This design comes from an exercise in tuning for small area, a short achievable clock period and few clock cycles per item on the open sky130 flow, not from production work. At most, simulation tests tie the RTL to the original design; equivalence was not proved. The RTL of runs 1 to 3 was laid out without a check of its function.

==> flow/config.mk <==
export PLATFORM = sky130hd
export DESIGN_NAME = fft_dit_top
export DESIGN_NICKNAME = fft_dit_top
export VERILOG_FILES = /design/flow/design.v
export SDC_FILE = /design/flow/constraint.sdc
export NUM_CORES = 4
export LEC_CHECK = 0
export ABC_CLOCK_PERIOD_IN_PS = 3500
export CAP_MARGIN = 20
export CORE_MARGIN = 2
export CORE_UTILIZATION = 40
export SETUP_SLACK_MARGIN = 5
export SLEW_MARGIN = 20
==> flow/constraint.sdc <==
create_clock -name core_clock -period 9.0 [get_ports {clk}]
set_input_delay 1.8000 -clock core_clock [delete_from_list [all_inputs] [get_ports {clk}]]
set_output_delay 1.8000 -clock core_clock [all_outputs]
set_load 0.01 [all_outputs]
==> flow/design.v <==
`timescale 1ns/1ps
module tw_rows (
   input  logic [2:0]  n,
   input  logic        neg,       
   input  logic [15:0] b,
   input  logic [8:0]  su,
   input  logic [8:0]  df,
   output logic [8:0]  h_re, l_re,
   output logic        c_re,
   output logic [8:0]  h_im, l_im,
   output logic        c_im
);
   logic [15:0] br, bi, s9, d9;
   logic [15:0] r1, r2, r3, r4, r5, q1, q2, q3, q4, q5;
   logic [15:0] pc, qc;
   assign br = {{8{b[7]}},  b[7:0]};
   assign bi = {{8{b[15]}}, b[15:8]};
   assign s9 = {{7{su[8]}}, su};
   assign d9 = {{7{df[8]}}, df};
   always_comb begin
      case (n[1:0])
         2'd0: begin
            r1 = br << 6; r2 = '0; r3 = '0; r4 = '0; r5 = '0; pc = '0;
            q1 = bi << 6; q2 = '0; q3 = '0; q4 = '0; q5 = '0; qc = '0;
         end
         2'd1: begin
            r1 = br << 6; r2 = ~br << 2; r3 = ~br; r4 = bi << 4; r5 = bi << 3;
            pc = 16'd5;
            q1 = bi << 6; q2 = ~bi << 2; q3 = ~bi; q4 = ~br << 4; q5 = ~br << 3;
            qc = 16'd29;
         end
         2'd2: begin
            r1 = s9 << 5; r2 = s9 << 3; r3 = s9 << 2; r4 = s9; r5 = '0; pc = '0;
            q1 = d9 << 5; q2 = d9 << 3; q3 = d9 << 2; q4 = d9; q5 = '0; qc = '0;
         end
         default: begin
            r1 = bi << 6; r2 = ~bi << 2; r3 = ~bi; r4 = br << 4; r5 = br << 3;
            pc = 16'd5;
            q1 = ~br << 6; q2 = br << 2; q3 = br; q4 = bi << 4; q5 = bi << 3;
            qc = 16'd64;
         end
      endcase
   end
   logic        nr, ni;
   assign nr = neg;
   assign ni = n[2] ? ~neg : neg;
   logic [15:0] xr1, xr2, xr3, xr4, xr5, xrc, xi1, xi2, xi3, xi4, xi5, xic;
   always_comb begin
      if (n[2]) begin
         xr1 = q1; xr2 = q2; xr3 = q3; xr4 = q4; xr5 = q5; xrc = qc;
         xi1 = r1; xi2 = r2; xi3 = r3; xi4 = r4; xi5 = r5; xic = pc;
      end else begin
         xr1 = r1; xr2 = r2; xr3 = r3; xr4 = r4; xr5 = r5; xrc = pc;
         xi1 = q1; xi2 = q2; xi3 = q3; xi4 = q4; xi5 = q5; xic = qc;
      end
   end
   logic [15:0] kr, ki;
   assign kr = nr ? (16'd68 - xrc) : xrc;
   assign ki = (ni ? (16'd5 - xic) : xic) + (neg ? 16'd63 : 16'd0);
   tw_tree u_tr (.x1(xr1 ^ {16{nr}}), .x2(xr2 ^ {16{nr}}), .x3(xr3 ^ {16{nr}}),
                 .x4(xr4 ^ {16{nr}}), .x5(xr5 ^ {16{nr}}), .k(kr),
                 .h(h_re), .l(l_re), .cy(c_re));
   tw_tree u_ti (.x1(xi1 ^ {16{ni}}), .x2(xi2 ^ {16{ni}}), .x3(xi3 ^ {16{ni}}),
                 .x4(xi4 ^ {16{ni}}), .x5(xi5 ^ {16{ni}}), .k(ki),
                 .h(h_im), .l(l_im), .cy(c_im));
endmodule
module tw_tree (
   input  logic [15:0] x1, x2, x3, x4, x5, k,
   output logic [8:0]  h,
   output logic [8:0]  l,
   output logic        cy
);
   logic [15:0] s1, c1, s2, c2, s3, c3, s4, c4;
   csa16 u1 (.x(x1), .y(x2), .z(x3), .s(s1), .c(c1));
   csa16 u2 (.x(x4), .y(x5), .z(k),  .s(s2), .c(c2));
   csa16 u3 (.x(s1), .y(c1), .z(s2), .s(s3), .c(c3));
   csa16 u4 (.x(s3), .y(c3), .z(c2), .s(s4), .c(c4));
   cs_scale u_sc (.s(s4), .c(c4), .h(h), .l(l), .cy(cy));
endmodule
`timescale 1ns/1ps
module bf_w0 (
   input  logic [15:0] a,
   input  logic [15:0] b,
   output logic [15:0] s,
   output logic [15:0] d
);
   logic [8:0] sr, si, dr, di;
   assign sr = {a[7],  a[7:0]}  + {b[7],  b[7:0]};
   assign si = {a[15], a[15:8]} + {b[15], b[15:8]};
   assign dr = {a[7],  a[7:0]}  - {b[7],  b[7:0]};
   assign di = {a[15], a[15:8]} - {b[15], b[15:8]};
   assign s  = {si[8:1], sr[8:1]};
   assign d  = {di[8:1], dr[8:1]};
endmodule
module bf_w4 (
   input  logic [15:0] a,
   input  logic [15:0] b,
   output logic [15:0] s,
   output logic [15:0] d
);
   logic [8:0] sr, si, dr, di;
   assign sr = {a[7],  a[7:0]}  + {b[15], b[15:8]};
   assign si = {a[15], a[15:8]} - {b[7],  b[7:0]};
   assign dr = {a[7],  a[7:0]}  - {b[15], b[15:8]};
   assign di = {a[15], a[15:8]} + {b[7],  b[7:0]};
   assign s  = {si[8:1], sr[8:1]};
   assign d  = {di[8:1], dr[8:1]};
endmodule
module csa16 (
   input  logic [15:0] x,
   input  logic [15:0] y,
   input  logic [15:0] z,
   output logic [15:0] s,
   output logic [15:0] c
);
   assign s = x ^ y ^ z;
   assign c = {((x[14:0] & y[14:0]) | (x[14:0] & z[14:0]) | (y[14:0] & z[14:0])), 1'b0};
endmodule
module cs_scale (
   input  logic [15:0] s,
   input  logic [15:0] c,
   output logic [8:0]  h,
   output logic [8:0]  l,
   output logic        cy
);
   logic [6:0] lo;
   assign lo = {1'b0, s[5:0]} + {1'b0, c[5:0]};
   assign h  = s[14:6];
   assign l  = c[14:6];
   assign cy = lo[6];
endmodule
module mul_w2_cs (
   input  logic        rot,
   input  logic [15:0] b,
   output logic [8:0]  ph_re, pl_re,
   output logic        pc_re,
   output logic [8:0]  ph_im, pl_im,
   output logic        pc_im
);
   logic [9:0]  br, bi, su, df, ns;
   logic [15:0] xp, xq;
   assign br = {{2{b[7]}},  b[7:0]};
   assign bi = {{2{b[15]}}, b[15:8]};
   assign su = br + bi;
   assign df = bi - br;
   assign ns = 10'd0 - br - bi;
   assign xp = rot ? {{6{df[9]}}, df} : {{6{su[9]}}, su};
   assign xq = rot ? {{6{ns[9]}}, ns} : {{6{df[9]}}, df};
   logic [15:0] sp, cp, sq, cq;
   mul45 u_p (.x(xp), .s(sp), .c(cp));
   mul45 u_q (.x(xq), .s(sq), .c(cq));
   cs_scale u_sp (.s(sp), .c(cp), .h(ph_re), .l(pl_re), .cy(pc_re));
   cs_scale u_sq (.s(sq), .c(cq), .h(ph_im), .l(pl_im), .cy(pc_im));
endmodule
module mul45 (
   input  logic [15:0] x,
   output logic [15:0] s,
   output logic [15:0] c
);
   logic [15:0] s1, c1;
   csa16 u1 (.x(x << 5), .y(x << 3), .z(x << 2), .s(s1), .c(c1));
   csa16 u2 (.x(s1),     .y(c1),     .z(x),      .s(s),  .c(c));
endmodule
module bf_w04 (
   input  logic        rot,
   input  logic [15:0] a,
   input  logic [15:0] b,
   output logic [15:0] s,
   output logic [15:0] d
);
   logic [8:0] ar, ai, pr, pm, sr, si, dr, di;
   assign ar = {a[7],  a[7:0]};
   assign ai = {a[15], a[15:8]};
   assign pr = rot ? {b[15], b[15:8]} : {b[7], b[7:0]};
   assign pm = rot ? ~{b[7], b[7:0]} : {b[15], b[15:8]};
   assign sr = ar + pr;
   assign si = ai + pm + {8'd0, rot};
   assign dr = ar - pr;
   assign di = ai - pm - {8'd0, rot};
   assign s  = {si[8:1], sr[8:1]};
   assign d  = {di[8:1], dr[8:1]};
endmodule
`timescale 1ns/1ps
module fft_dit_top (
   input  logic        clk,
   input  logic        rst_n,
   input  logic [15:0] in_x,
   input  logic        in_nd,
   output logic [15:0] out_x,
   output logic        out_nd,
   output logic        overflow
);
   logic [15:0] x_q;
   logic        v;           
   logic [3:0]  cnt;         
   always_ff @(posedge clk) x_q <= in_x;
   always_ff @(posedge clk or negedge rst_n) begin
      if (!rst_n) begin
         v   <= 1'b0;
         cnt <= '0;
      end else begin
         v <= in_nd;
         if (v) cnt <= cnt + 4'd1;
      end
   end
   logic [15:0] d8 [8];
   logic [15:0] d4 [4];
   logic [15:0] c1s, c1d;
   bf_w0 u_bf0 (.a(d8[7]), .b(x_q), .s(c1s), .d(c1d));
   always_ff @(posedge clk) begin
      if (v) begin
         d8[0] <= cnt[3] ? c1d : x_q;
         for (int n = 1; n < 8; n++) d8[n] <= d8[n-1];
         d4[0] <= c1s;
         for (int n = 1; n < 4; n++) d4[n] <= d4[n-1];
      end
   end
   logic [15:0] g_in [4];
   bf_w0 u_bf1a (.a(d4[3]), .b(c1s), .s(g_in[0]), .d(g_in[2]));
   bf_w4 u_bf1b (.a(d8[3]), .b(c1d), .s(g_in[1]), .d(g_in[3]));
   logic [15:0] y_q [4];
   logic        yv;
   logic [1:0]  yj;
   always_ff @(posedge clk) begin
      if (v & cnt[3] & cnt[2]) begin
         for (int k = 0; k < 4; k++) y_q[k] <= g_in[k];
      end
      yj <= cnt[1:0];
   end
   always_ff @(posedge clk or negedge rst_n) begin
      if (!rst_n) yv <= 1'b0;
      else        yv <= v & cnt[3] & cnt[2];
   end
   logic [15:0] ya [4];
   logic [15:0] yb [4];
   logic [15:0] da [4];
   logic [15:0] db [4];
   logic [15:0] y2h [2];     
   logic [2:0]  u;           
   logic        st;          
   assign st = yv & (yj == 2'd3);
   always_ff @(posedge clk) begin
      if (yv & (yj == 2'd2)) begin
         y2h[0] <= y_q[2];
         y2h[1] <= y_q[3];
      end
   end
   always_ff @(posedge clk or negedge rst_n) begin
      if (!rst_n) u <= 3'd4;
      else if (st) u <= 3'd1;
      else if (u != 3'd4) u <= u + 3'd1;
   end
   logic        e02, h02, g02;    
   logic [15:0] a02, b02, s02, d02;
   always_comb begin
      e02 = 1'b0; h02 = 1'b0; g02 = 1'b0;
      if (yv & (yj == 2'd2)) begin e02 = 1'b1; end
      if (st)                begin e02 = 1'b1; h02 = 1'b1; end
      if (u == 3'd1)         begin e02 = 1'b1; g02 = 1'b1; end
      if (u == 3'd2)         begin e02 = 1'b1; g02 = 1'b1; h02 = 1'b1; end
   end
   assign a02 = g02 ? (h02 ? yb[2] : ya[2]) : (h02 ? yb[0] : ya[0]);
   assign b02 = g02 ? (h02 ? y_q[2] : y2h[0]) : y_q[0];
   bf_w04 u_bf02 (.rot(g02), .a(a02), .b(b02), .s(s02), .d(d02));
   logic        e13p, h13p, g13p;
   always_comb begin
      e13p = 1'b0; h13p = 1'b0; g13p = 1'b0;
      if (yv & (yj == 2'd2)) begin e13p = 1'b1; end
      if (st)                begin e13p = 1'b1; h13p = 1'b1; end
      if (u == 3'd1)         begin e13p = 1'b1; g13p = 1'b1; end
      if (u == 3'd2)         begin e13p = 1'b1; g13p = 1'b1; h13p = 1'b1; end
   end
   logic [15:0] b13;
   assign b13 = g13p ? (h13p ? y_q[3] : y2h[1]) : y_q[1];
   logic [8:0]  ph_re, pl_re, ph_im, pl_im;
   logic        pc_re, pc_im;
   mul_w2_cs u_m13 (.rot(g13p), .b(b13),
      .ph_re(ph_re), .pl_re(pl_re), .pc_re(pc_re),
      .ph_im(ph_im), .pl_im(pl_im), .pc_im(pc_im));
   logic [8:0]  qh_re, ql_re, qh_im, ql_im;
   logic        qc_re, qc_im;
   logic        e13, h13, g13;    
   always_ff @(posedge clk) begin
      qh_re <= ph_re; ql_re <= pl_re; qc_re <= pc_re;
      qh_im <= ph_im; ql_im <= pl_im; qc_im <= pc_im;
      h13   <= h13p;
      g13   <= g13p;
   end
   always_ff @(posedge clk or negedge rst_n) begin
      if (!rst_n) e13 <= 1'b0;
      else        e13 <= e13p;
   end
   logic [15:0] a13, s13, d13;
   assign a13 = g13 ? (h13 ? yb[3] : ya[3]) : (h13 ? yb[1] : ya[1]);
   logic [8:0] sr13, si13, dr13, di13;
   assign sr13 = {a13[7],  a13[7:0]}  + qh_re + ql_re + qc_re;
   assign si13 = {a13[15], a13[15:8]} + qh_im + ql_im + qc_im;
   assign dr13 = {a13[7],  a13[7:0]}  - qh_re - ql_re - qc_re;
   assign di13 = {a13[15], a13[15:8]} - qh_im - ql_im - qc_im;
   assign s13 = {si13[8:1], sr13[8:1]};
   assign d13 = {di13[8:1], dr13[8:1]};
   always_ff @(posedge clk) begin
      if (yv & ~yj[1]) begin
         for (int k = 0; k < 4; k++) begin
            if (!yj[0]) ya[k] <= y_q[k];
            else        yb[k] <= y_q[k];
         end
      end
      if (e02) begin
         if (!h02) begin
            ya[{g02, 1'b0}] <= s02;
            da[{g02, 1'b0}] <= d02;
         end else begin
            yb[{g02, 1'b0}] <= s02;
            db[{g02, 1'b0}] <= d02;
         end
      end
      if (e13) begin
         if (!h13) begin
            ya[{g13, 1'b1}] <= s13;
            da[{g13, 1'b1}] <= d13;
         end else begin
            yb[{g13, 1'b1}] <= s13;
            db[{g13, 1'b1}] <= d13;
         end
      end
   end
   logic        r_act;
   logic [3:0]  r_m;         
   logic [3:0]  m_r;
   logic        r_v;
   logic [15:0] sb;
   logic [15:0] b_q;
   logic [8:0]  su_q, df_q;
   logic [3:0]  m_q;         
   logic        m_v;
   logic [15:0] sa;
   logic        r0;
   assign r0  = (u == 3'd1);
   assign r_v = r0 | r_act;
   assign m_r = r0 ? 4'd0 : r_m;
   assign sb = m_r[2] ? db[m_r[1:0]] : yb[m_r[1:0]];
   always_ff @(posedge clk) begin
      b_q  <= sb;
      su_q <= {sb[7], sb[7:0]} + {sb[15], sb[15:8]};
      df_q <= {sb[15], sb[15:8]} - {sb[7], sb[7:0]};
      m_q  <= m_r;
   end
   always_ff @(posedge clk or negedge rst_n) begin
      if (!rst_n) begin
         r_act <= 1'b0;
         r_m   <= '0;
         m_v   <= 1'b0;
      end else begin
         m_v <= r_v;
         if (r0) begin
            r_act <= 1'b1;
            r_m   <= 4'd1;
         end else if (r_act) begin
            r_m <= r_m + 4'd1;
            if (&r_m) r_act <= 1'b0;
         end
      end
   end
   assign sa = m_q[2] ? da[m_q[1:0]] : ya[m_q[1:0]];
   logic [8:0]  th_re, tl_re, th_im, tl_im;
   logic        tc_re, tc_im;
   tw_rows u_tw (.n(m_q[2:0]), .neg(m_q[3]), .b(b_q), .su(su_q), .df(df_q),
                 .h_re(th_re), .l_re(tl_re), .c_re(tc_re),
                 .h_im(th_im), .l_im(tl_im), .c_im(tc_im));
   logic [15:0] a_q;
   logic [8:0]  h_re_q, l_re_q, h_im_q, l_im_q;
   logic        c_re_q, c_im_q;
   logic        a_v;
   logic        al;
   always_ff @(posedge clk) begin
      a_q    <= sa;
      h_re_q <= th_re; l_re_q <= tl_re; c_re_q <= tc_re;
      h_im_q <= th_im; l_im_q <= tl_im; c_im_q <= tc_im;
      al     <= &m_q;
   end
   logic [8:0] o_re, o_im;
   assign o_re = {a_q[7],  a_q[7:0]}  + h_re_q + l_re_q + c_re_q;
   assign o_im = {a_q[15], a_q[15:8]} + h_im_q + l_im_q + c_im_q;
   logic ol;
   always_ff @(posedge clk) begin
      out_x <= {o_im[8:1], o_re[8:1]};
      ol    <= al;
   end
   always_ff @(posedge clk or negedge rst_n) begin
      if (!rst_n) begin
         a_v    <= 1'b0;
         out_nd <= 1'b0;
      end else begin
         a_v    <= m_v;
         out_nd <= a_v;
      end
   end
   logic [1:0] ost;
   logic       f_in, f_out;
   assign f_in  = v & (cnt == 4'd0);
   assign f_out = out_nd & ol;
   always_ff @(posedge clk or negedge rst_n) begin
      if (!rst_n) begin
         ost      <= '0;
         overflow <= 1'b0;
      end else begin
         ost <= ost + {1'b0, f_in} - {1'b0, f_out};
         if (f_in && ost == 2'd2 && !f_out) overflow <= 1'b1;
      end
   end
endmodule
==> flow/run.sh <==
#!/bin/bash
# synth_recipe.tcl (not shown) runs the flow's synth.tcl, then flattens the netlist and writes it again
# the make line also repeats each setting of config.mk as NAME=value (left out here)
make -C /OpenROAD-flow-scripts/flow DESIGN_CONFIG=/design/flow/config.mk WORK_HOME=/design/flow/orfs CLKGATE_MAP_FILE= SYNTH_SCRIPT=/design/flow/synth_recipe.tcl finish
==> reports/results.ini, run 1 <==
[status]
status=finished clean

[clocking]
cts_made_buffers=83
clock_latency_ns=0.69
cts_sinks=727
cts_hold_buf=0
clk_pin_slew_ns=0.06
htreeDepth=3
clockRootBuffer=clkbuf_16
cts_tree=done
clockBufferDepth=3

[layout]
layout-drive-gt1-share_pct=16.9
fill_cells=9339
fin_nets=4409
area_delta_synth_final_pct=19.2
seq_area_sq_um=20100
post-route-cell-area_sq_um=50300
final_cells=5401
multi_input_comb_area_sq_um=21600
postLayoutCoreUtil_pct=48.0

[worst_hold_path]
min_path_type=flip-flop to flip-flop
hold_start=a_v$_DFF_PN0_
whs_path_depth=0
holdPathEnd=out_nd$_DFF_PN0_

[logic_synthesis]
yosysWarnings=11
yosysUniqueCellTypes=88
synth_seq_cells=727
synth_edf_count=544
syn_area_sq_um=42200
ys_async_sr_fraction_pct=2.89
synth_top_family_by_area=adder cells
synth_ff_type=edfxtp_1
synth_xor_area_share_pct=6.14
synthCells=3781
yosys.area_share.simple_pct=9.17
syn_area_per_cell_sq_um=11.2
synth_compound_area_share_pct=11.1
muxShareOfSynthArea_pct=4.70
synthAdderAreaFrac_pct=16.5
yosysSeqAreaShare_pct=47.6

[setup_path]
path_depth=21
rrSetupSlack_ns=4.42
r2r-end=qc_im$_DFF_P_
path_common_cell=buf_4
slowest_delay_ns=0.56
r2r_start=u[0]$_DFFE_PN0P_
worstSetupPathType=flip-flop to flip-flop
crit_family=adder cells
cp_num_buf_inv=9
slowest_stage=fa_1
endpoint_kind=flip-flop
cp.arrival_ns=5.14
startpoint_type=flip-flop
crit_chain=inv_2 -> ha_4 -> inv_1 -> nand3_4 -> buf_12 -> clkinv_16 -> a222oi_1 -> buf_4 -> buf_6 -> ha_4 -> buf_4 -> buf_6 -> a221oi_4 -> nor2_2 -> xor2_2 -> buf_4 -> a21oi_4 -> fa_1 -> fa_1 -> ha_1 -> a21o_1
cp_max_fo=5
cp.required_ns=9.56
ff2ff_path_depth=21

[floorplanning]
start_util_pct=40.2
die_area_sq_um=108000
num_rows=119
core_sq_um=105000
io_pins=37
die_h_microns=329
die_x_microns=329

[route]
ant_nets=0
dr.first_iter.drc_count=2410
wl_microns=117000
wl_per_cell_microns=21.7
num_vias=28887
drtPass1Iterations=6
drc=0
viasPerCell=5.35

[flow_run]
max_cap_violations=0

[global_route]
grt_pass1_wl_microns=176000
grt_max_degree=152
grt_pass1_vias=28290
antenna_found_initial=0
overflow=0
gr-usage-all-layers_pct=21.5

[sta]
finalClockSkew_ns=0.0626
rsz0062_at_grt=yes
slew_headroom_pct=26.4
min_period_ns=4.58
setup_viol=0
worst_slew_pin_slew_ns=1.10
finalMaxSlewViolations=0
fin_crit_sh_pct=50.8
whs_ns=0.333
hold_violations=0
fmax_mhz=219
fin_setup_tns_ns=0
fin_ws_ns=4.42

[placed_design]
port_buffers=36
routabilityCongestion=0.907
post-dp-hpwl_microns=82600
dp.cells=5084
dp_slack_ns=2.68
place_area_sq_um=44300

layout by cell type (no fill, tap or decap), types with 60 or more instances in the layout:
master and n:
xnor2_1 219, nand2_1 503, fa_1 152, edfxtp_1 544
clkbuf_16 92, inv_1 330, a21oi_1 194, o21ai_0 182
buf_4 141, ha_1 253, nor2_1 160, mux2i_1 60
dfxtp_1 155
synthesized netlist by cell type (21+ instances only):
master	count	area share (%)
edfxtp_1	544	39
nand2_1	505	4.5
inv_1	351	3.1
ha_1	283	8.4
xnor2_1	243	5.0
a21oi_1	221	2.6
o21ai_0	216	2.6
nor2_1	175	1.6
fa_1	169	8.0
dfxtp_1	162	7.7
clkbuf_1	128	1.1
mux2i_1	63	1.5
nand3_1	60	0.71
o21bai_1	57	1.0
xor2_1	53	1.1
mux4_2	49	2.6
nand2b_1	37	0.55
buf_1	36	0.32
a21o_1	33	0.59
nor3_1	27	0.32
nor2b_1	25	0.37
o22ai_1	23	0.34
o211ai_1	22	0.39
mux2_2	21	0.56
worst register-to-register path, cell delays in order, from the launching register on:
cell and delay, ns:
dfrtp_2 0.45, inv_2 0.10, ha_4 0.19, inv_1 0.09, nand3_4 0.09, buf_12 0.15
clkinv_16 0.07, a222oi_1 0.29, buf_4 0.20, buf_6 0.10, ha_4 0.20, buf_4 0.13
buf_6 0.11, a221oi_4 0.30, nor2_2 0.09, xor2_2 0.24, buf_4 0.17, a21oi_4 0.07
fa_1 0.56, fa_1 0.42, ha_1 0.28, a21o_1 0.15
final cells by class:
class | count | area share (%)
multi-input combinational | 2530 | 42.9
sequential | 727 | 40.0
timing repair buffer | 234 | 5.01
clock buffer | 120 | 4.83
tap | 1391 | 3.46
inverter | 358 | 2.84
clock inverter | 36 | 0.823
timing repair inverter | 4 | 0.0994
antenna | 1 | 0.00497
cell families after synthesis:
family,after synthesis
flip-flops,727
adder cells (fa/ha/maj),457
AND/OR/NAND/NOR,901
XOR/XNOR,296
multiplexers,134
AO/OA/AOI/OAI,737
other,1
buffers and inverters,528
per-layer routing:
metal	vias up	routed length [microns]	GRT usage, %
met3	237	8480	3.33
met5	-	0	0
met1	14082	48900	28.9
li1	13423	-	-
met2	1145	54500	34.8
met4	0	5420	9.13
worst max path at each step:
stage                          start          endpoint  slack, ns
floorplan           u[0]$_DFFE_PN0P_  qh_im[5]$_DFF_P_       4.04
global placement    u[1]$_DFFE_PN0P_  qh_im[5]$_DFF_P_       2.80
detailed placement  u[1]$_DFFE_PN0P_  qh_im[5]$_DFF_P_       2.68
CTS                 u[1]$_DFFE_PN0P_  qh_im[5]$_DFF_P_       4.46
global route        u[0]$_DFFE_PN0P_  qh_im[5]$_DFF_P_       4.25
finish              u[0]$_DFFE_PN0P_     qc_im$_DFF_P_       4.42
flip-flops by register name, summed over array words and instances (netlist names), 16 cells and up:
register / flops
da: 64
y2h: 32
x_q: 16
yb: 64
b_q: 16
y_q: 64
out_x: 16
d8: 128
d4: 64
a_q: 16
ya: 64
db: 64
repair_timing:
| item | in CTS | in global routing |
|---|---|---|
| endpoints found under the hold margin | 0 | 0 |
| pin swaps | 91 | 95 |
| cloned | 14 | 5 |
| resized for setup | 202 | 132 |
| buffers inserted | 100 | 41 |
| setup endpoints to repair | 223 | 129 |
==> run 2, diff against run 1 <==
--- a/flow/config.mk
+++ b/flow/config.mk
@@ -8,6 +8,7 @@
 export ABC_CLOCK_PERIOD_IN_PS = 3500
 export CAP_MARGIN = 20
 export CORE_MARGIN = 2
-export CORE_UTILIZATION = 40
+export CORE_UTILIZATION = 65
+export PLACE_DENSITY = 0.75
 export SETUP_SLACK_MARGIN = 5
 export SLEW_MARGIN = 20
==> reports/results.ini, run 2 <==
[setup_path]
path_common_cell=xnor2_1
cp.required_ns=9.58
endpoint_kind=flip-flop
worstSetupPathType=flip-flop to flip-flop
cp.arrival_ns=5.38
crit_start=u[0]$_DFFE_PN0P_
r2r_start=u[0]$_DFFE_PN0P_
slowest_delay_ns=0.46
slowest_stage=dfrtp_2
crit_chain=inv_2 -> ha_4 -> o21bai_4 -> buf_12 -> buf_6 -> a222oi_1 -> buf_4 -> inv_4 -> ha_4 -> inv_4 -> fa_1 -> nand3_2 -> a22oi_2 -> a311o_1 -> a21o_1 -> a21oi_2 -> xnor2_1 -> a211oi_2 -> inv_2 -> fa_1 -> xnor2_1 -> xnor2_1
rrSetupSlack_ns=4.20
startpoint_type=flip-flop
cp_max_fo=5

[logic_synthesis]
syn_area_per_cell_sq_um=11.2
synth_seq_cells=727
synth_common_cells=edfxtp_1 (544), nand2_1 (505), inv_1 (351), ha_1 (283), xnor2_1 (243)
yosysUniqueCellTypes=88
synth_top_cell_by_area=edfxtp_1
synth.most_common_cell=edfxtp_1
yosysSeqAreaShare_pct=47.6
ys_async_sr_fraction_pct=2.89
netlist.area_leader.share_pct=38.7
syn_area_sq_um=42200
synth_ff_type=edfxtp_1
synth_edf_count=544
synth_area_leaders=edfxtp_1 (39%), ha_1 (8.4%), fa_1 (8.0%)
synthCells=3781
yosysWarnings=11

[route]
ant_nets=0
wl_per_cell_microns=25.9
drtPass1Iterations=8
viasPerCell=6.28
num_vias=30427
dr.first_iter.drc_count=3762
wl_microns=125000
drc=0

[sta]
fmax_mhz=208
worst_slew_pin_slew_ns=1.10
rsz0062_at_grt=yes
fin_setup_tns_ns=0
setup_viol=0
min_period_ns=4.80
fin_crit_sh_pct=53.4
slew_headroom_pct=26.9
hold_violations=0
finalClockSkew_ns=0.0410
finalMaxSlewViolations=0

[floorplanning]
core_sq_um=64300
die_area_sq_um=67000
start_util_pct=65.6
die_h_microns=259
die_x_microns=259
io_pins=37
num_rows=93

[global_route]
grt_pass1_vias=30067
grt_max_degree=81
gr-usage-all-layers_pct=37.0
antenna_found_initial=1
overflow=0
grt_pass1_wl_microns=183000

[worst_hold_path]
hold_start=al$_DFF_P_
min_path_type=flip-flop to flip-flop

[layout]
final_common_cell=edfxtp_1
area_delta_synth_final_pct=17.3
final_cell_mix=edfxtp_1 (544), nand2_1 (497), inv_1 (330), ha_1 (253), xnor2_1 (215)
largest_reg_flops=128
postLayoutCoreUtil_pct=77.0
layout-drive-gt1-share_pct=17.3
fin_nets=4400
top_register=d8

[placed_design]
post-dp-hpwl_microns=87300
routabilityCongestion=0.974
port_buffers=36

[clocking]
clockRootBuffer=clkbuf_16
htreeDepth=3
clockBufferDepth=3
cts_sinks=727
cts_tree=done
clock_latency_ns=0.66
clk_pin_slew_ns=0.06
cts_made_buffers=76

[status]
status=finished clean

[flow_run]
max_cap_violations=0

-- run 2: logic make-up after synthesis --
logic type | share of synthesized area, %
multiplexers | 4.70
AND/OR/NAND/NOR | 9.17
flip-flops | 47.6
XOR/XNOR | 6.14
other | 0.00888
AO/OA/AOI/OAI | 11.1
buffers and inverters | 4.77
adder cells (fa/ha/maj) | 16.5
-- run 2: through the flow --
step                std cells  hold slack [ns]  worst slack [ns]  cell area (sq um)
floorplan                3785            0.310              4.04              42700
global placement         4541            0.321              2.68              43600
detailed placement       4541            0.315              2.48              43600
CTS                      4786            0.330              4.38              48200
global route             4847            0.344              4.00              49500
finish                   4848            0.327              4.20              49500
-- run 2: worst max-delay path: cells and delay by family, from the launching register on --
family	cells	cell delay, ns
AOI/OAI and AO/OA	7	1.64
xor gates and xnor gates	3	0.54
adders and majority gates	4	1.19
buffers and inverters	7	0.77
DFF	1	0.46
and+or+nand+nor	1	0.12
-- run 2: layout make-up --
cell class	count	area, sq um
Multi-Input combinational cell	2531	21800
Sequential cell	727	20100
Fill cell	4078	14800
Timing Repair Buffer	231	2520
Clock buffer	104	2150
Inverter	358	1410
Tap cell	855	1070
Clock inverter	37	395
Timing Repair inverter	4	35.0
Antenna cell	1	2.50
-- run 2: routing by layer --
metal / vias to the layer above / track usage, % / part of all wire, %
li1: 13393 / - / -
met1: 14864 / 47.0 / 36
met2: 1718 / 59.3 / 47
met3: 452 / 6.68 / 9.6
met4: 0 / 23.3 / 7.4
met5: - / 0 / 0
-- run 2: worst paths after layout --
check                                          end  depth (start not counted)
worst max register to register    qh_im[6]$_DFF_P_                         22
max in group asynchronous         u[2]$_DFFE_PN1P_                          2
worst min-delay path                    ol$_DFF_P_                          0
worst min register to register          ol$_DFF_P_                          0
worst max-delay path              qh_im[6]$_DFF_P_                         22
min in group asynchronous       cnt[0]$_DFFE_PN0P_                          2
-- run 2: timing repair --
item	4_1_cts	5_1_grt
hold buffers	0	0
setup endpoints to repair	255	149
pin swaps	71	89
hold endpoints to repair	0	0
setup buffers	92	56
gates cloned	12	5
resized for setup	207	162
==> run 3, diff against run 2 <==
--- a/flow/design.v
+++ b/flow/design.v
@@ -236,40 +236,50 @@
    logic [15:0] da [4];
    logic [15:0] db [4];
    logic [15:0] y2h [2];     
-   logic [2:0]  u;           
    logic        st;          
-   assign st = yv & (yj == 2'd3);
+   logic        c2;          
+   logic        y01;         
+   logic        u1, u2;      
+   logic        se, sh, sg;
    always_ff @(posedge clk) begin
-      if (yv & (yj == 2'd2)) begin
+      if (c2) begin
          y2h[0] <= y_q[2];
          y2h[1] <= y_q[3];
       end
    end
    always_ff @(posedge clk or negedge rst_n) begin
-      if (!rst_n) u <= 3'd4;
-      else if (st) u <= 3'd1;
-      else if (u != 3'd4) u <= u + 3'd1;
+      if (!rst_n) begin
+         st  <= 1'b0;
+         c2  <= 1'b0;
+         y01 <= 1'b0;
+         u1  <= 1'b0;
+         u2  <= 1'b0;
+         se  <= 1'b0;
+         sh  <= 1'b0;
+         sg  <= 1'b0;
+      end else begin
+         st  <= v & (cnt == 4'd15);
+         c2  <= v & (cnt == 4'd14);
+         y01 <= v & (cnt[3:1] == 3'b110);
+         u1  <= st;
+         u2  <= u1;
+         se  <= (v & (cnt[3:1] == 3'b111)) | st | u1;
+         sh  <= (v & (cnt == 4'd15)) | u1;
+         sg  <= st | u1;
+      end
    end
    logic        e02, h02, g02;    
    logic [15:0] a02, b02, s02, d02;
-   always_comb begin
-      e02 = 1'b0; h02 = 1'b0; g02 = 1'b0;
-      if (yv & (yj == 2'd2)) begin e02 = 1'b1; end
-      if (st)                begin e02 = 1'b1; h02 = 1'b1; end
-      if (u == 3'd1)         begin e02 = 1'b1; g02 = 1'b1; end
-      if (u == 3'd2)         begin e02 = 1'b1; g02 = 1'b1; h02 = 1'b1; end
-   end
+   assign e02 = se;
+   assign h02 = sh;
+   assign g02 = sg;
    assign a02 = g02 ? (h02 ? yb[2] : ya[2]) : (h02 ? yb[0] : ya[0]);
    assign b02 = g02 ? (h02 ? y_q[2] : y2h[0]) : y_q[0];
    bf_w04 u_bf02 (.rot(g02), .a(a02), .b(b02), .s(s02), .d(d02));
    logic        e13p, h13p, g13p;
-   always_comb begin
-      e13p = 1'b0; h13p = 1'b0; g13p = 1'b0;
-      if (yv & (yj == 2'd2)) begin e13p = 1'b1; end
-      if (st)                begin e13p = 1'b1; h13p = 1'b1; end
-      if (u == 3'd1)         begin e13p = 1'b1; g13p = 1'b1; end
-      if (u == 3'd2)         begin e13p = 1'b1; g13p = 1'b1; h13p = 1'b1; end
-   end
+   assign e13p = se;
+   assign h13p = sh;
+   assign g13p = sg;
    logic [15:0] b13;
    assign b13 = g13p ? (h13p ? y_q[3] : y2h[1]) : y_q[1];
    logic [8:0]  ph_re, pl_re, ph_im, pl_im;
@@ -300,7 +310,7 @@
    assign s13 = {si13[8:1], sr13[8:1]};
    assign d13 = {di13[8:1], dr13[8:1]};
    always_ff @(posedge clk) begin
-      if (yv & ~yj[1]) begin
+      if (y01) begin
          for (int k = 0; k < 4; k++) begin
             if (!yj[0]) ya[k] <= y_q[k];
             else        yb[k] <= y_q[k];
@@ -335,10 +345,8 @@
    logic [3:0]  m_q;         
    logic        m_v;
    logic [15:0] sa;
-   logic        r0;
-   assign r0  = (u == 3'd1);
-   assign r_v = r0 | r_act;
-   assign m_r = r0 ? 4'd0 : r_m;
+   assign r_v = u1 | r_act;
+   assign m_r = r_m;
    assign sb = m_r[2] ? db[m_r[1:0]] : yb[m_r[1:0]];
    always_ff @(posedge clk) begin
       b_q  <= sb;
@@ -353,13 +361,9 @@
          m_v   <= 1'b0;
       end else begin
          m_v <= r_v;
-         if (r0) begin
-            r_act <= 1'b1;
-            r_m   <= 4'd1;
-         end else if (r_act) begin
-            r_m <= r_m + 4'd1;
-            if (&r_m) r_act <= 1'b0;
-         end
+         if (r_v) r_m <= r_m + 4'd1;
+         if (u1) r_act <= 1'b1;
+         else if (&r_m) r_act <= 1'b0;
       end
    end
    assign sa = m_q[2] ? da[m_q[1:0]] : ya[m_q[1:0]];
--- a/flow/config.mk
+++ b/flow/config.mk
@@ -8,7 +8,6 @@
 export ABC_CLOCK_PERIOD_IN_PS = 3500
 export CAP_MARGIN = 20
 export CORE_MARGIN = 2
-export CORE_UTILIZATION = 65
-export PLACE_DENSITY = 0.75
+export CORE_UTILIZATION = 40
 export SETUP_SLACK_MARGIN = 5
 export SLEW_MARGIN = 20
==> reports/results.ini, run 3 <==
[status]
status=finished clean

[global_route]
overflow=0
antenna_found_initial=2
grt_pass1_wl_microns=162000
grt_max_degree=107
grt_pass1_vias=26592
gr-usage-all-layers_pct=19.9

[worst_hold_path]
min_path_type=flip-flop to flip-flop
whs_path_depth=0

[setup_path]
rrSetupSlack_ns=4.80
r2r-end=c_im_q$_DFF_P_
worstSetupPathType=flip-flop to flip-flop
cp.arrival_ns=4.72
crit_start=m_q[2]$_DFF_P_
r2r_start=m_q[2]$_DFF_P_
crit_path_end=c_im_q$_DFF_P_
cp.required_ns=9.52
cp_max_fo=4
startpoint_type=flip-flop
ff2ff_path_depth=15
endpoint_kind=flip-flop

[sta]
slew_headroom_pct=27.3
min_period_ns=4.20
hold_violations=0
worst_slew_pin_slew_ns=1.09
setup_viol=0
fin_setup_tns_ns=0
finalClockSkew_ns=0.0500
fin_crit_sh_pct=46.6
finalMaxSlewViolations=0
rsz0062_at_grt=yes
whs_ns=0.336
fmax_mhz=238

[logic_synthesis]
ys_async_sr_fraction_pct=3.29
synth_area_leaders=edfxtp_1 (39%), fa_1 (8.5%), ha_1 (8.4%)
synth.most_common_cell=edfxtp_1
synth_top_cell_by_area=edfxtp_1
yosysUniqueCellTypes=66
synthCells=3544
yosysWarnings=11
synth_edf_count=544
synth_ff_type=edfxtp_1
yosysSeqAreaShare_pct=47.8
synth_seq_cells=729
synth_common_cells=edfxtp_1 (544), inv_1 (382), nand2_1 (307), ha_1 (284), xnor2_1 (249)
syn_area_per_cell_sq_um=11.9
netlist.area_leader.share_pct=38.8
syn_area_sq_um=42200

[floorplanning]
start_util_pct=40.2
die_x_microns=329
io_pins=37
die_h_microns=329
num_rows=119
core_sq_um=105000
die_area_sq_um=108000

[layout]
area_delta_synth_final_pct=15.2
final_cell_mix=edfxtp_1 (544), inv_1 (369), nand2_1 (306), ha_1 (267), xnor2_1 (232)
top_register=d8
final_common_cell=edfxtp_1
largest_reg_flops=128
fin_nets=4115
n_antenna_cell=0
final_cells=5092
layout-drive-gt1-share_pct=14.5
fill_cells=9392

[clocking]
cts_sinks=729
clock_latency_ns=0.67
cts_hold_buf=0
cts_made_buffers=79
clockBufferDepth=3
clk_pin_slew_ns=0.06
clockRootBuffer=clkbuf_16
htreeDepth=3
cts_tree=done

[route]
num_vias=26567
ant_nets=0
wl_microns=107000
dr.first_iter.drc_count=2187
drtPass1Iterations=6
drc=0
viasPerCell=5.22
wl_per_cell_microns=21.0

[placed_design]
post-dp-hpwl_microns=76900
dp.cells=4862
routabilityCongestion=0.919
port_buffers=36

[flow_run]
max_cap_violations=0

[run 3: timing repair]
item | in CTS | in global routing
setup buffers | 35 | 37
pin swaps | 21 | 51
gates resized for setup | 73 | 85
cloned | 7 | 3
endpoints found under the setup margin | 163 | 77
[run 3: kinds of logic after synthesis]
family / after synthesis / share of synthesized area, %
AOI/OAI and AO/OA: 658 / 9.24
muxes: 230 / 8.45
adders and majority gates: 465 / 17.0
other: 1 / 0.00890
xor gates and xnor gates: 286 / 5.94
DFF: 729 / 47.8
and+or+nand+nor: 646 / 6.81
buffers and inverters: 529 / 4.76
[run 3: worst min-delay path by stage]
stage                           from         end  slack (ns)
after detailed placement  al$_DFF_P_  ol$_DFF_P_        0.33
after global routing      al$_DFF_P_  ol$_DFF_P_        0.35
after global placement    al$_DFF_P_  ol$_DFF_P_        0.32
final                     al$_DFF_P_  ol$_DFF_P_        0.34
after floorplan           al$_DFF_P_  ol$_DFF_P_        0.31
after CTS                 al$_DFF_P_  ol$_DFF_P_        0.35
[run 3: layout make-up]
class / instances / area (sq um) / share of cell area [%]
tap: 1391 / 1740 / 3.58
timing repair buffer: 149 / 1710 / 3.53
sequential: 729 / 20200 / 41.6
multi-input combinational: 2290 / 20700 / 42.6
clock inverter: 41 / 504 / 1.04
clock buffer: 107 / 2290 / 4.72
inverter: 384 / 1450 / 2.99
timing repair inverter: 1 / 5.00 / 0.0103
[run 3: metrics by stage]
stage,utilization (%),area (sq um),setup slack [ns]
after detailed placement,42.0,44100,3.57
after global placement,42.0,44100,3.67
after global routing,46.3,48600,4.67
after CTS,45.5,47800,4.77
final,46.3,48600,4.80
after floorplan,-,42400,4.57
[run 3: worst max-delay path: stages (launching register included)]
cell     delay [ns]
dfxtp_4        0.41
ha_4           0.22
buf_12         0.13
xnor2_2        0.13
ha_2           0.21
fa_1           0.43
a31oi_4        0.22
xnor2_1        0.14
fa_1           0.53
fa_1           0.54
inv_1          0.05
fa_1           0.44
ha_1           0.30
nand2_1        0.07
a31oi_1        0.04
a211o_1        0.22
[run 3: layer usage]
layer  share of wire, %  global-route usage, %
met1                 41                   25.2
met2                 48                   33.1
met3                5.5                   3.19
met4                5.5                   9.68
met5              0.010                      0
==> run 4, diff against run 3 <==
--- a/flow/design.v
+++ b/flow/design.v
@@ -1,14 +1,14 @@
 `timescale 1ns/1ps
 module tw_rows (
-   input  logic [2:0]  n,
-   input  logic        neg,       
+   input  logic [1:0]  n,
    input  logic [15:0] b,
    input  logic [8:0]  su,
    input  logic [8:0]  df,
-   output logic [8:0]  h_re, l_re,
-   output logic        c_re,
-   output logic [8:0]  h_im, l_im,
-   output logic        c_im
+   output logic [8:0]  hp, lp,
+   output logic        cfp,       
+   output logic [1:0]  ccp,       
+   output logic [8:0]  hq, lq,
+   output logic        cfq
 );
    logic [15:0] br, bi, s9, d9;
    logic [15:0] r1, r2, r3, r4, r5, q1, q2, q3, q4, q5;
@@ -18,7 +18,7 @@
    assign s9 = {{7{su[8]}}, su};
    assign d9 = {{7{df[8]}}, df};
    always_comb begin
-      case (n[1:0])
+      case (n)
          2'd0: begin
             r1 = br << 6; r2 = '0; r3 = '0; r4 = '0; r5 = '0; pc = '0;
             q1 = bi << 6; q2 = '0; q3 = '0; q4 = '0; q5 = '0; qc = '0;
@@ -41,41 +41,46 @@
          end
       endcase
    end
-   logic        nr, ni;
-   assign nr = neg;
-   assign ni = n[2] ? ~neg : neg;
-   logic [15:0] xr1, xr2, xr3, xr4, xr5, xrc, xi1, xi2, xi3, xi4, xi5, xic;
-   always_comb begin
-      if (n[2]) begin
-         xr1 = q1; xr2 = q2; xr3 = q3; xr4 = q4; xr5 = q5; xrc = qc;
-         xi1 = r1; xi2 = r2; xi3 = r3; xi4 = r4; xi5 = r5; xic = pc;
-      end else begin
-         xr1 = r1; xr2 = r2; xr3 = r3; xr4 = r4; xr5 = r5; xrc = pc;
-         xi1 = q1; xi2 = q2; xi3 = q3; xi4 = q4; xi5 = q5; xic = qc;
-      end
-   end
-   logic [15:0] kr, ki;
-   assign kr = nr ? (16'd68 - xrc) : xrc;
-   assign ki = (ni ? (16'd5 - xic) : xic) + (neg ? 16'd63 : 16'd0);
-   tw_tree u_tr (.x1(xr1 ^ {16{nr}}), .x2(xr2 ^ {16{nr}}), .x3(xr3 ^ {16{nr}}),
-                 .x4(xr4 ^ {16{nr}}), .x5(xr5 ^ {16{nr}}), .k(kr),
-                 .h(h_re), .l(l_re), .cy(c_re));
-   tw_tree u_ti (.x1(xi1 ^ {16{ni}}), .x2(xi2 ^ {16{ni}}), .x3(xi3 ^ {16{ni}}),
-                 .x4(xi4 ^ {16{ni}}), .x5(xi5 ^ {16{ni}}), .k(ki),
-                 .h(h_im), .l(l_im), .cy(c_im));
+   logic [15:0] sp, cp, sq, cq;
+   tw_tree u_tp (.x1(r1), .x2(r2), .x3(r3), .x4(r4), .x5(r5), .k(pc), .s(sp), .c(cp));
+   tw_tree u_tq (.x1(q1), .x2(q2), .x3(q3), .x4(q4), .x5(q5), .k(qc), .s(sq), .c(cq));
+   logic [6:0] lop, loq;
+   logic [7:0] lcp;
+   assign lop = {1'b0, sp[5:0]} + {1'b0, cp[5:0]};
+   assign lcp = {2'b0, sp[5:0]} + {2'b0, cp[5:0]} + 8'd63;
+   assign loq = {1'b0, sq[5:0]} + {1'b0, cq[5:0]};
+   assign hp  = sp[14:6];
+   assign lp  = cp[14:6];
+   assign cfp = lop[6];
+   assign ccp = lcp[7:6];
+   assign hq  = sq[14:6];
+   assign lq  = cq[14:6];
+   assign cfq = loq[6];
 endmodule
 module tw_tree (
    input  logic [15:0] x1, x2, x3, x4, x5, k,
-   output logic [8:0]  h,
-   output logic [8:0]  l,
-   output logic        cy
+   output logic [15:0] s,
+   output logic [15:0] c
 );
-   logic [15:0] s1, c1, s2, c2, s3, c3, s4, c4;
+   logic [15:0] s1, c1, s2, c2, s3, c3;
    csa16 u1 (.x(x1), .y(x2), .z(x3), .s(s1), .c(c1));
    csa16 u2 (.x(x4), .y(x5), .z(k),  .s(s2), .c(c2));
    csa16 u3 (.x(s1), .y(c1), .z(s2), .s(s3), .c(c3));
-   csa16 u4 (.x(s3), .y(c3), .z(c2), .s(s4), .c(c4));
-   cs_scale u_sc (.s(s4), .c(c4), .h(h), .l(l), .cy(cy));
+   csa16 u4 (.x(s3), .y(c3), .z(c2), .s(s),  .c(c));
+endmodule
+module add_hlc (
+   input  logic [7:0] a,
+   input  logic       neg,
+   input  logic [8:0] h,
+   input  logic [8:0] l,
+   input  logic [1:0] c,
+   output logic [7:0] y
+);
+   logic [8:0] z;
+   logic [1:0] k;
+   assign k = neg ? (2'd2 - c) : c;
+   assign z = {a[7], a} + (h ^ {9{neg}}) + (l ^ {9{neg}}) + {7'd0, k};
+   assign y = z[8:1];
 endmodule
 `timescale 1ns/1ps
 module bf_w0 (
@@ -367,28 +372,36 @@
       end
    end
    assign sa = m_q[2] ? da[m_q[1:0]] : ya[m_q[1:0]];
-   logic [8:0]  th_re, tl_re, th_im, tl_im;
-   logic        tc_re, tc_im;
-   tw_rows u_tw (.n(m_q[2:0]), .neg(m_q[3]), .b(b_q), .su(su_q), .df(df_q),
-                 .h_re(th_re), .l_re(tl_re), .c_re(tc_re),
-                 .h_im(th_im), .l_im(tl_im), .c_im(tc_im));
+   logic [8:0]  thp, tlp, thq, tlq;
+   logic        tcfp, tcfq;
+   logic [1:0]  tccp;
+   tw_rows u_tw (.n(m_q[1:0]), .b(b_q), .su(su_q), .df(df_q),
+                 .hp(thp), .lp(tlp), .cfp(tcfp), .ccp(tccp),
+                 .hq(thq), .lq(tlq), .cfq(tcfq));
    logic [15:0] a_q;
-   logic [8:0]  h_re_q, l_re_q, h_im_q, l_im_q;
-   logic        c_re_q, c_im_q;
+   logic [8:0]  hp_q, lp_q, hq_q, lq_q;
+   logic        cfp_q, cfq_q;
+   logic [1:0]  ccp_q;
+   logic [1:0]  n_q;           
    logic        a_v;
    logic        al;
    always_ff @(posedge clk) begin
-      a_q    <= sa;
-      h_re_q <= th_re; l_re_q <= tl_re; c_re_q <= tc_re;
-      h_im_q <= th_im; l_im_q <= tl_im; c_im_q <= tc_im;
-      al     <= &m_q;
-   end
-   logic [8:0] o_re, o_im;
-   assign o_re = {a_q[7],  a_q[7:0]}  + h_re_q + l_re_q + c_re_q;
-   assign o_im = {a_q[15], a_q[15:8]} + h_im_q + l_im_q + c_im_q;
+      a_q   <= sa;
+      hp_q  <= thp; lp_q <= tlp; cfp_q <= tcfp; ccp_q <= tccp;
+      hq_q  <= thq; lq_q <= tlq; cfq_q <= tcfq;
+      n_q   <= m_q[3:2];
+      al    <= &m_q;
+   end
+   logic [7:0] o_re, o_im;
+   add_hlc u_ore (.a(a_q[7:0]), .neg(n_q[1]),
+                  .h(n_q[0] ? hq_q : hp_q), .l(n_q[0] ? lq_q : lp_q),
+                  .c(n_q[0] ? {1'b0, cfq_q} : {1'b0, cfp_q}), .y(o_re));
+   add_hlc u_oim (.a(a_q[15:8]), .neg(n_q[1] ^ n_q[0]),
+                  .h(n_q[0] ? hp_q : hq_q), .l(n_q[0] ? lp_q : lq_q),
+                  .c(n_q[0] ? ccp_q : {1'b0, cfq_q}), .y(o_im));
    logic ol;
    always_ff @(posedge clk) begin
-      out_x <= {o_im[8:1], o_re[8:1]};
+      out_x <= {o_im, o_re};
       ol    <= al;
    end
    always_ff @(posedge clk or negedge rst_n) begin
--- a/flow/config.mk
+++ b/flow/config.mk
@@ -8,6 +8,9 @@
 export ABC_CLOCK_PERIOD_IN_PS = 3500
 export CAP_MARGIN = 20
 export CORE_MARGIN = 2
-export CORE_UTILIZATION = 40
+export CORE_UTILIZATION = 60
+export CTS_BUF_LIST = sky130_fd_sc_hd__clkbuf_4 sky130_fd_sc_hd__clkbuf_8
+export CTS_CLUSTER_SIZE = 30
+export PLACE_DENSITY = 0.72
 export SETUP_SLACK_MARGIN = 5
 export SLEW_MARGIN = 20
==> reports/results.ini, run 4 <==
[floorplanning]
start_util_pct=60.4
core_sq_um=67000
io_pins=37
die_h_microns=264
die_x_microns=264
num_rows=95
die_area_sq_um=69600

[layout]
layout-drive-gt1-share_pct=15.6
fill_cells=4864
fin_nets=3852
final_common_cell=edfxtp_1
post-route-cell-area_sq_um=45500
top_register=d8
largest_reg_flops=128
area_delta_synth_final_pct=12.3
final_cell_mix=edfxtp_1 (544), inv_1 (325), ha_1 (309), nand2_1 (212), o21ai_0 (211)

[logic_synthesis]
synth_top_cell_by_area=edfxtp_1
syn_area_per_cell_sq_um=12.5
syn_area_sq_um=40500
synth_common_cells=edfxtp_1 (544), inv_1 (333), ha_1 (318), o21ai_0 (220), nand2_1 (215)
synthCells=3238
yosysSeqAreaShare_pct=50.0
synth.most_common_cell=edfxtp_1
synth_area_leaders=edfxtp_1 (40%), ha_1 (9.8%), dfxtp_1 (8.2%)
yosysUniqueCellTypes=60
synth_ff_type=edfxtp_1
synth_seq_cells=733
netlist.area_leader.share_pct=40.3
ys_async_sr_fraction_pct=3.27
synth_edf_count=544
yosysWarnings=11

[clocking]
cts_made_buffers=118
clockBufferDepth=3
clk_pin_slew_ns=0.06
cts_sinks=733
cts_tree=done
clockRootBuffer=clkbuf_8
clock_latency_ns=0.78
htreeDepth=3

[setup_path]
r2r-end=qh_im[4]$_DFF_P_
ff2ff_path_depth=16
rrSetupSlack_ns=5.02
crit_family=adder cells
r2r_start=sh$_DFF_PN0_
cp.arrival_ns=4.60
cp_max_fo=6
slowest_delay_ns=0.55
cp.required_ns=9.62
slowest_stage=fa_1
startpoint_type=flip-flop
crit_chain=mux2i_4 -> a21o_1 -> buf_4 -> ha_4 -> ha_4 -> fa_2 -> a21o_1 -> a21oi_2 -> o21ai_2 -> nand2_2 -> xor2_2 -> mux2i_4 -> fa_1 -> inv_1 -> fa_1 -> inv_1
endpoint_kind=flip-flop
cp_num_buf_inv=3
worstSetupPathType=flip-flop to flip-flop

[sta]
fin_ws_ns=5.02
hold_violations=0
setup_viol=0
fmax_mhz=251
slew_headroom_pct=23.3
finalClockSkew_ns=0.0593
fin_setup_tns_ns=0
finalMaxSlewViolations=0
fin_crit_sh_pct=44.2
rsz0062_at_grt=yes
worst_slew_pin_slew_ns=1.15
min_period_ns=3.98

[placed_design]
place_area_sq_um=41800
dp_slack_ns=3.94
post-dp-hpwl_microns=74700
routabilityCongestion=0.951
port_buffers=36

[route]
dr.first_iter.drc_count=2273
ant_nets=0
drc=0
wl_microns=103000
viasPerCell=5.85
wl_per_cell_microns=23.7
num_vias=25350
drtPass1Iterations=5

[worst_hold_path]
whs_path_depth=0
holdPathEnd=ol$_DFF_P_
hold_start=al$_DFF_P_
min_path_type=flip-flop to flip-flop

[global_route]
grt_pass1_wl_microns=155000
grt_pass1_vias=25532
antenna_found_initial=3
grt_max_degree=90
overflow=0
gr-usage-all-layers_pct=29.8

[status]
status=finished clean

[flow_run]
max_cap_violations=0

[run 4: how the worst max path moves through the flow]
stage                            start                to  slack (ns)  depth (start not counted)
after detailed placement  sg$_DFF_PN0_  qh_re[4]$_DFF_P_        3.94                         12
after CTS                 sh$_DFF_PN0_  qh_im[4]$_DFF_P_        4.96                         15
final                     sh$_DFF_PN0_  qh_im[4]$_DFF_P_        5.02                         16
after global placement    sg$_DFF_PN0_  qh_im[4]$_DFF_P_        4.07                         14
after global routing      sh$_DFF_PN0_  qh_im[4]$_DFF_P_        4.88                         17
after floorplan           sg$_DFF_PN0_  qh_im[4]$_DFF_P_        4.86                         20
[run 4: cell families (layout without fill, tap and decap cells)]
kind of cell | Yosys count | in the layout | share of synthesized area, %
flops | 733 | 733 | 50.0
compound gates | 618 | 618 | 9.02
simple gates | 504 | 504 | 5.54
fa+ha+maj | 480 | 480 | 17.8
buf+inv | 456 | 679 | 4.26
xor+xnor | 240 | 240 | 5.19
mux | 207 | 207 | 8.24
other cells | 0 | 3 | 0
[run 4: repair_timing]
item	CTS	global route
resized for setup	35	65
cloned	3	3
setup buffers	24	25
hold buffers	0	0
setup endpoints to repair	126	86
pin swaps	7	31
[run 4: metrics by stage]
stage / std cells / hold slack, ns / util, %
global route: 4335 / 0.349 / 67.8
CTS: 4306 / 0.335 / 67.1
global placement: 4054 / 0.316 / 62.4
floorplan: 3238 / 0.310 / -
finish: 4337 / 0.335 / 67.8
detailed placement: 4054 / 0.321 / 62.4
[run 4: final cells by class]
cell class	instances	area [sq um]	area share (%)
flip-flops and latches	733	20300	44.6
multi-input cells	2049	18900	41.6
clock buffers	168	2110	4.63
repair buffers	118	1270	2.80
inverters	334	1260	2.78
well taps	873	1090	2.40
clock inverters	57	528	1.16
repair inverters	2	10.0	0.0220
diodes	3	7.51	0.0165
[run 4: routing by layer]
metal | wire [microns] | vias up | GRT usage (%)
met5 | 24 | - | 0
met4 | 4670 | 4 | 12.9
met3 | 7690 | 196 | 5.33
met2 | 49200 | 979 | 48.8
met1 | 41100 | 12573 | 39.3
li1 | - | 11598 | -
[run 4: worst register-to-register path, stage by stage (launching register included)]
cell and delay [ns]:
dfrtp_4 0.53, mux2i_4 0.21, a21o_1 0.21, buf_4 0.15, ha_4 0.23, ha_4 0.17
fa_2 0.40, a21o_1 0.18, a21oi_2 0.18, o21ai_2 0.09, nand2_2 0.08, xor2_2 0.18
mux2i_4 0.12, fa_1 0.55, inv_1 0.05, fa_1 0.48, inv_1 0.04
Testbench counts of run 4, summed over its fixed seeds: cycles 7,040, frames 384.
==> run 5, diff against run 4 <==
==> flow/config.mk (replaced) <==
export PLATFORM = sky130hd
export DESIGN_NAME = fft_dit_top
export DESIGN_NICKNAME = fft_dit_top
export VERILOG_FILES = /design/flow/design.v
export SDC_FILE = /design/flow/constraint.sdc
export NUM_CORES = 4
export LEC_CHECK = 0
export ABC_AREA = 1
export ABC_CLOCK_PERIOD_IN_PS = 3500
export CAP_MARGIN = 20
export CORE_MARGIN = 2
export CORE_UTILIZATION = 40
export SETUP_SLACK_MARGIN = 5
export SLEW_MARGIN = 20
==> reports/results.ini, run 5 <==
[floorplanning]
core_sq_um=103000
num_rows=118
die_x_microns=326
io_pins=37
die_area_sq_um=107000
die_h_microns=326
start_util_pct=40.2

[layout]
largest_reg_flops=128
fill_cells=9679
layout-drive-gt1-share_pct=8.47
area_delta_synth_final_pct=14.8
final_cell_mix=nand2_1 (763), inv_1 (544), edfxtp_1 (544), o21ai_0 (325), ha_1 (301)
top_register=d8
n_antenna_cell=0
final_common_cell=nand2_1
fin_nets=4761
final_cells=5714

[logic_synthesis]
synth_edf_count=544
synth_common_cells=nand2_1 (781), inv_1 (559), edfxtp_1 (544), o21ai_0 (354), ha_1 (318)
ys_async_sr_fraction_pct=3.27
synth.most_common_cell=nand2_1
yosysSeqAreaShare_pct=48.7
synth_ff_type=edfxtp_1
synth_area_leaders=edfxtp_1 (39%), ha_1 (9.6%), dfxtp_1 (7.9%)
yosysUniqueCellTypes=56
synthCells=4205
syn_area_per_cell_sq_um=9.89
syn_area_sq_um=41600
yosysWarnings=11
synth_seq_cells=733
synth_top_cell_by_area=edfxtp_1
netlist.area_leader.share_pct=39.3

[worst_hold_path]
holdPathEnd=ol$_DFF_P_
hold_start=al$_DFF_P_
min_path_type=flip-flop to flip-flop
whs_path_depth=0

[route]
drtPass1Iterations=8
wl_per_cell_microns=20.3
ant_nets=0
drc=0
num_vias=29772
viasPerCell=5.21
dr.first_iter.drc_count=2757
wl_microns=116000

[sta]
fmax_mhz=256
fin_crit_sh_pct=43.4
slew_headroom_pct=32.4
finalClockSkew_ns=0.0404
min_period_ns=3.91
worst_slew_pin_slew_ns=1.01
fin_setup_tns_ns=0
rsz0062_at_grt=yes
finalMaxSlewViolations=0
hold_violations=0
setup_viol=0

[setup_path]
cp_max_fo=8
ff2ff_path_depth=18
rrSetupSlack_ns=5.09
cp.arrival_ns=4.46
r2r-end=qc_im$_DFF_P_
endpoint_kind=flip-flop
r2r_start=sg$_DFF_PN0_
crit_start=sg$_DFF_PN0_
worstSetupPathType=flip-flop to flip-flop
cp.required_ns=9.55
startpoint_type=flip-flop

[global_route]
grt_pass1_vias=29308
grt_max_degree=90
overflow=0
grt_pass1_wl_microns=176000
antenna_found_initial=3
gr-usage-all-layers_pct=21.6

[clocking]
cts_made_buffers=82
clockBufferDepth=3
clock_latency_ns=0.67
cts_tree=done
clk_pin_slew_ns=0.06
cts_sinks=733
clockRootBuffer=clkbuf_16
htreeDepth=3
cts_hold_buf=0

[placed_design]
post-dp-hpwl_microns=84800
routabilityCongestion=0.969
port_buffers=36
dp.cells=5507

[status]
status=finished clean

[flow_run]
max_cap_violations=0

[run 5: logic make-up (layout without fill, tap and decap cells)]
kind of cell / after synthesis / count (layout) / synth area share [%]
adders and majority gates: 478 / 478 / 17.3
xor gates and xnor gates: 191 / 191 / 4.06
DFF: 733 / 733 / 48.7
AOI/OAI and AO/OA: 787 / 787 / 10.6
buffers and inverters: 727 / 855 / 6.78
and+or+nand+nor: 1289 / 1290 / 12.6
[run 5: timing repair]
action | in CTS | in global routing
gates resized for setup | 91 | 102
setup endpoints to repair | 150 | 101
cloned | 10 | 4
buffers inserted | 14 | 25
pin swaps | 5 | 23
[run 5: worst max path at each step]
stage	to	slack, ns	cells past startpoint
after floorplan	y_q[0][0]$_DFFE_PP_	4.99	3
after global placement	ccp_q[0]$_DFF_P_	3.59	18
after detailed placement	ccp_q[0]$_DFF_P_	3.51	18
after CTS	db[1][15]$_DFFE_PP_	4.94	14
after global routing	qc_im$_DFF_P_	4.93	18
final	qc_im$_DFF_P_	5.09	18
[run 5: metrics by stage]
step           cell area, sq um  util (%)  hold WS [ns]  setup slack [ns]
4_1_cts                   47000      45.5         0.348              4.94
6_report                  47700      46.2         0.340              5.09
2_1_floorplan             41600         -         0.310              4.99
3_5_place_dp              43300      41.9         0.319              3.51
5_1_grt                   47700      46.2         0.354              4.93
3_3_place_gp              43300      41.9         0.321              3.59
[run 5: area by class of cell]
class	count	area, sq um	area share [%]
Timing Repair inverter	2	17.5	0.0367
Clock buffer	102	2230	4.67
Clock inverter	51	764	1.60
Sequential cell	733	20300	42.4
Tap cell	1380	1730	3.62
Timing Repair Buffer	122	1430	2.99
Inverter	578	2240	4.69
Multi-Input combinational cell	2746	19100	40.0
[run 5: worst max-delay path, cell delays in order (launching register included)]
cell and delay, ns:
dfrtp_4 0.54, buf_12 0.16, buf_16 0.14, o211ai_1 0.17, o21ai_4 0.13, inv_2 0.10, ha_4 0.21, ha_4 0.17
fa_2 0.36, nand2_2 0.09, inv_1 0.06, o21ai_2 0.12, o21ai_2 0.10, inv_2 0.08, fa_1 0.44, fa_1 0.56
ha_4 0.21, a21oi_2 0.11, nand2_1 0.06
[run 5: per-layer routing]
metal	vias up	share of wire, %	global-route usage, %
li1	14167	-	-
met1	14201	40	27.7
met2	1101	47	36.2
met3	301	6.9	2.85
met4	2	5.5	10.5
met5	-	0.011	0

re-timing with driven ports:
The results above use ideal ports. As a check the final layouts listed here were re-extracted and re-timed, cells and wires unchanged. Step 1 sets driving cells, clkbuf_16 on the clock port and buf_2 on the other inputs (assumed; they add their load-dependent delay and slew). Step 2 adds t to the input delays and takes it off the output delays; t is the mean of the earliest and latest rising clock arrival at the registers after step 1. Input paths then give back, and output paths get back, about the clock's delay inside the block. Slacks: ideal ports / drivers / drivers and shift; pairs: ideal ports / drivers.
run | t (ns) | setup WS [ns] | worst hold slack (ns) | worst setup path after step 2 | worst data-port slew with drivers (ns)
run 1 | 0.720 | 4.425 / 4.425 / 4.425 | 0.333 / 0.333 / 0.333 | register to register | 0.04
run 2 | 0.709 | 4.197 / 4.197 / 4.197 | 0.327 / 0.327 / 0.327 | register to register | 0.04
run 3 | 0.712 | 4.804 / 4.804 / 4.804 | 0.336 / 0.336 / 0.336 | register to register | 0.04
run 4 | 0.814 | 5.019 / 5.019 / 5.019 | 0.335 / 0.335 / 0.335 | register to register | 0.05
run 5 | 0.714 | 5.091 / 5.091 / 5.091 | 0.340 / 0.340 / 0.340 | register to register | 0.06
After both steps setup and hold are still met in every run listed.
